This is an optimization exercise on Yosys and OpenROAD, whose aim is small area, not a production implementation. In this exercise RTL edits were held to simulation tests only and were not proved equivalent to the original. No activity file was given, so power comes from the tool's default toggle rates.

$ cat design/flow/config.mk
export PLATFORM = sky130hd
export DESIGN_NAME = capture_buffer
export DESIGN_NICKNAME = capture_buffer
export VERILOG_FILES = /design/flow/design.v
export SDC_FILE = /design/flow/constraint.sdc
export NUM_CORES = 4
export LEC_CHECK = 0
export CAP_MARGIN = 20
export CORE_MARGIN = 2
export CORE_UTILIZATION = 40
export SLEW_MARGIN = 20
$ cat design/flow/constraint.sdc
create_clock -name core_clock -period 10.0 [get_ports {i_clk}]
set_input_delay 2.0000 -clock core_clock [delete_from_list [all_inputs] [get_ports {i_clk}]]
set_output_delay 2.0000 -clock core_clock [all_outputs]
set_load 0.01 [all_outputs]
$ cat design/flow/design.v
package scope_pkg;
    typedef enum logic [2:0] {
        ST_FILL    = 3'd0,
        ST_ARMED   = 3'd1,
        ST_POST    = 3'd2,
        ST_READOUT = 3'd3,
        ST_DONE    = 3'd4
    } cap_state_e;
    localparam logic [63:0] HEADER_WORD = {64{1'b1}};
endpackage
module capture_ram #(
    parameter int DATA_W = 12,
    parameter int DEPTH  = 256
) (
    input  logic              clk_i,
    input  logic              shift_i,
    input  logic [DATA_W-1:0] data_i,
    output logic [DATA_W-1:0] data_o
);
    logic [DATA_W-1:0] mem [DEPTH];
    always_ff @(posedge clk_i) begin
        if (shift_i) begin
            mem[0] <= data_i;
            for (int i = 1; i < DEPTH; i++) mem[i] <= mem[i-1];
        end
    end
    assign data_o = mem[DEPTH-1];
endmodule
module capture_buffer #(
    parameter int DATA_W   = 12,
    parameter int DEPTH    = 256,
    parameter int PRE_TRIG = 64
) (
    input  logic              i_clk,
    input  logic              i_RESET,
    input  logic              i_response_valid,
    input  logic [DATA_W-1:0] i_sample_data,
    input  logic              i_trigger,
    output logic [DATA_W-1:0] o_data,
    output logic              o_valid,
    output logic              o_last,
    input  logic              i_ready,
    output logic              o_TRANSFER_DONE,
    output logic              o_armed
);
    localparam int AW = $clog2(DEPTH);
    localparam logic [AW-1:0] PRE_LAST  = AW'(PRE_TRIG - 1);
    localparam logic [AW-1:0] ALL_LAST  = AW'(DEPTH - 1);
    scope_pkg::cap_state_e state_q, state_d;
    logic [AW-1:0]     cnt_q, cnt_d;
    logic              o_valid_q, o_valid_d;
    logic              shift;
    capture_ram #(.DATA_W(DATA_W), .DEPTH(DEPTH)) u_ram (
        .clk_i   (i_clk),
        .shift_i (shift),
        .data_i  (i_sample_data),
        .data_o  (o_data)
    );
    always_ff @(posedge i_clk) begin
        if (i_RESET) begin
            state_q   <= scope_pkg::ST_FILL;
            cnt_q     <= '0;
            o_valid_q <= 1'b0;
        end else begin
            state_q   <= state_d;
            cnt_q     <= cnt_d;
            o_valid_q <= o_valid_d;
        end
    end
    always_comb begin
        state_d   = state_q;
        cnt_d     = cnt_q;
        o_valid_d = o_valid_q;
        shift     = 1'b0;
        case (state_q)
            scope_pkg::ST_FILL: begin
                if (i_response_valid) begin
                    shift = 1'b1;
                    cnt_d = cnt_q + AW'(1);
                    if (cnt_q == PRE_LAST) state_d = scope_pkg::ST_ARMED;
                end
            end
            scope_pkg::ST_ARMED: begin
                shift = i_response_valid;
                if (i_trigger) begin
                    if (i_response_valid) cnt_d = cnt_q + AW'(1);
                    state_d = scope_pkg::ST_POST;
                end
            end
            scope_pkg::ST_POST: begin
                if (i_response_valid) begin
                    shift = 1'b1;
                    cnt_d = cnt_q + AW'(1);
                    if (cnt_q == ALL_LAST) state_d = scope_pkg::ST_READOUT;
                end
            end
            scope_pkg::ST_READOUT: begin
                o_valid_d = 1'b1;
                if (o_valid_q && i_ready) begin
                    shift = 1'b1;
                    cnt_d = cnt_q + AW'(1);
                    if (cnt_q == ALL_LAST) begin
                        o_valid_d = 1'b0;
                        state_d   = scope_pkg::ST_DONE;
                    end
                end
            end
            scope_pkg::ST_DONE: begin
                state_d = scope_pkg::ST_FILL;
            end
            default: state_d = scope_pkg::ST_FILL;
        endcase
    end
    assign o_valid = o_valid_q;
    assign o_last  = o_valid_q && (cnt_q == ALL_LAST);
    assign o_TRANSFER_DONE = (state_q == scope_pkg::ST_DONE);
    assign o_armed         = (state_q == scope_pkg::ST_ARMED);
endmodule
$ cat design/flow/run.sh
#!/bin/bash
# synth_recipe.tcl (not shown) runs the flow's synth.tcl, then flattens the netlist and writes it again
# the make line also repeats each setting of config.mk as NAME=value (left out here)
make -C /OpenROAD-flow-scripts/flow DESIGN_CONFIG=/design/flow/config.mk WORK_HOME=/design/flow/orfs CLKGATE_MAP_FILE= SYNTH_SCRIPT=/design/flow/synth_recipe.tcl finish
==> results.txt <==
[through the flow]
stage	power, W	setup slack [ns]	hold WS [ns]	cells	util, %
global placement	0.0149	4.59	0.400	6237	42.3
global route	0.0264	5.15	0.379	6775	46.4
CTS	0.0259	5.24	0.360	6774	46.4
finish	0.0254	5.32	0.363	6775	46.4
floorplan	0.0159	-44.17	0.400	3154	-
detailed placement	0.0149	4.51	0.405	6237	42.3
[cells in the final DEF (no fill, tap or decap), types with 2 or more instances in the layout]
| master | count |
|---|---|
| nand3_1 | 4 |
| a21oi_1 | 7 |
| edfxtp_1 | 3072 |
| dfxtp_1 | 12 |
| clkinv_1 | 65 |
| nor2b_1 | 3 |
| clkbuf_16 | 322 |
| bufinv_16 | 16 |
| inv_6 | 6 |
| buf_12 | 19 |
| clkbuf_1 | 74 |
| clkinv_2 | 41 |
| nor2_1 | 5 |
| inv_1 | 4 |
| clkinvlp_4 | 9 |
| or4_1 | 2 |
| clkdlybuf4s50_1 | 32 |
| nand2_1 | 7 |
| buf_4 | 9 |
| nor3_1 | 6 |
| o21ai_0 | 4 |
| or3_1 | 3 |
| clkinv_4 | 2 |
[power by group]
part	internal [W]	total, W	switching (W)	leakage (nW)
logic	0.0000251	0.000254	0.000229	0.467
clock network	0.00629	0.0108	0.00448	4.59
registers	0.0143	0.0144	0.0000358	22.7
total	0.0206	0.0254	0.00475	27.7
[critical path, cell delays in order (launching register included)]
cell and delay, ns:
dfxtp_1 0.38, ha_1 0.21, nand2_1 0.10, nor3_1 0.41, and2_1 0.20, clkdlybuf4s50_1 0.53
[registers in the layout (all words and copies together) (netlist names)]
register	cells
state_q	3
cnt_q	8
o_valid_q	1
u_ram.mem	3072
[synth_stat cells, types with 2 or more instances]
| library cell | count | area [sq um] |
|---|---|---|
| a21oi_1 | 8 | 40.0 |
| dfxtp_1 | 12 | 240 |
| edfxtp_1 | 3072 | 92200 |
| inv_1 | 4 | 15.0 |
| nand2_1 | 7 | 26.3 |
| nand3_1 | 4 | 20.0 |
| nor2_1 | 5 | 18.8 |
| nor2b_1 | 3 | 18.8 |
| nor3_1 | 6 | 30.0 |
| o21ai_0 | 5 | 25.0 |
| or3_1 | 3 | 18.8 |
| or4_1 | 2 | 15.0 |
[worst paths after layout]
kind | startpoint | end | slack, ns | depth (start not counted)
hold reg to reg | u_ram.mem[94][7] | u_ram.mem[95][7] | 0.36 | 0
setup / recovery | cnt_q[0] | o_last | 5.32 | 5
setup reg to reg | state_q[1] | u_ram.mem[145][2] | 6.48 | 4
hold / removal | u_ram.mem[94][7] | u_ram.mem[95][7] | 0.36 | 0
[final cells by class]
class	count	area, sq um	area share [%]
multi-input combinational	62	414	0.387
clock buffer	396	8340	7.80
sequential	3084	92500	86.5
inverter	5	18.8	0.0176
antenna	1	2.50	0.00234
timing repair buffer	60	768	0.719
tap	3026	3790	3.54
clock inverter	141	1090	1.02
[kinds of logic after synthesis]
family	Yosys count	synth area share, %
adders and majority gates	1	0.0135
muxes	3	0.0350
DFF	3084	99.5
and+or+nand+nor	37	0.211
xor gates and xnor gates	1	0.00943
AOI/OAI and AO/OA	20	0.160
buffers and inverters	8	0.0377
[metal layers]
metal | vias to the layer above | GRT usage, % | wire (um)
li1 | 13700 | - | -
met1 | 15500 | 14.1 | 56800
met2 | 449 | 9.94 | 38300
met3 | 302 | 2.38 | 4400
met4 | 0 | 4.01 | 3720
met5 | - | 0 | 0
==> results.py <==
metrics = {
    "final_layout": {
        "layout.nets": 3547,
        "area_growth_pct": 15.0,
        "drive_gt1_share_pct": 11.6,
        "stdcell_area_sq_um": 107000,
        "fillers": 18400,
    },
    "logic_synthesis": {
        "syn-instance-count": 3154,
        "ys_async_sr_fraction_pct": 0,
        "syn_area_sq_um": 92900,
        "synth_nets": 3172,
        "ys_warn_count": 3,
        "synth_cell_type_count": 35,
        "avgSynthCellArea_sq_um": 29.5,
        "ys_seq_area_share_pct": 99.5,
        "ys_ff_latch": 3084,
        "synth_edf_count": 3072,
        "synthFlopType": "edfxtp_1",
    },
    "routing": {
        "drtIter0Drc": 3000,
        "via_per_inst": 4.42,
        "drc": 0,
        "detail_route.first_pass.iterations": 5,
        "drtAntennaViolNets": 0,
        "vias": 29900,
        "drt-total-wl_um": 103000,
        "detail_route.wl_per_cell_um": 15.2,
    },
    "worst_setup_path": {
        "crit_fanout": 4,
        "worst_setup_path_end_kind": "primary output",
        "worstPathRequired_ns": 8.00,
        "crit_arrival_ns": 2.68,
        "worstSetupPathType": "flop to primary output",
        "critPathLaunchType": "flop",
    },
    "sta": {
        "max_slew_margin_pct": 31.2,
        "fin_crit_sh_pct": 46.8,
        "grt_setup_unrepaired": "false",
        "setup_viol": 0,
        "fin_setup_tns_ns": 0,
        "max_freq_mhz": 214,
        "period_minus_slack_ns": 4.68,
        "finalMaxSlewViolations": 0,
        "skew_ns": 0.0578,
        "finalHoldViolCount": 0,
        "tightest_slew_ns": 1.03,
    },
    "worst_hold_path": {
        "hold_class": "flop to flop",
    },
    "place": {
        "io_buffers": 32,
        "dp_hpwl_um": 38400,
        "dpl-instance-area_sq_um": 97500,
        "gp_congestion": 0.676,
    },
    "clock_network": {
        "cts-buffers-inserted": 316,
        "clockBufferDepth": 4,
        "insertion_delay_ns": 0.89,
        "cts_hold_buf": 0,
        "ctsResizeCount": 0,
        "cts_sinks": 3084,
        "ctsHtreeMaxLevel": 5,
        "cts.clk_slew.worst_paths_ns": 0.06,
        "cts_tree": "built",
        "post_cts_buffers": 0,
        "clockRootBuffer": "clkbuf_16",
    },
    "grt": {
        "grt_pass1_wl_um": 164000,
        "grt_max_degree": 185,
        "grt_usage_pct": 8.48,
        "gr-total-overflow": 0,
        "antenna_found_initial": 1,
        "grt_pass1_vias": 29400,
    },
    "die": {
        "die_w_um": 486,
        "io_pins": 33,
        "die_h_um": 486,
        "core_area_sq_um": 231000,
        "die_area_sq_um": 236000,
        "start_util_pct": 40.3,
        "rows": 176,
    },
    "flow_run": {
        "cap_violations": 0,
    },
    "pwr": {
        "power_per_cell_area_nw_per_um2": 238,
        "power_leakage_nw": 27.7,
        "max-vdd-ir-drop_v": 0.000129,
    },
    "outcome": {
        "status": "timing/DRC/antenna clean",
    },
}

## re-timing with driven ports
In the flow no input, the clock included, has a driving cell. The finished layout below was timed again as built, in two steps. Step 1: set_driving_cell puts a clkbuf_16 on i_clk and a buf_2 on each other input, an assumption about the parent block. Step 2 moves the port delays by t, midway between the first and last clock arrival at a register: inputs arrive t later, outputs are due t later. That takes back most of the time a late clock gives input paths. a / b / c = ideal / step 1 / step 2; a / b = the first two.
t (ns): 0.940
setup slack, ns: 5.323 / 5.247 / 4.529
clock arrival spread, ns: 0.060 / 0.060
slew at the worst register clock pin (ns): 0.06 / 0.06
worst slew at a driven data input, ns: 0.05
After both steps setup and hold are still met in this run. The setup slack of this run moves by -0.076 ns with the drivers and by -0.794 ns with both steps.
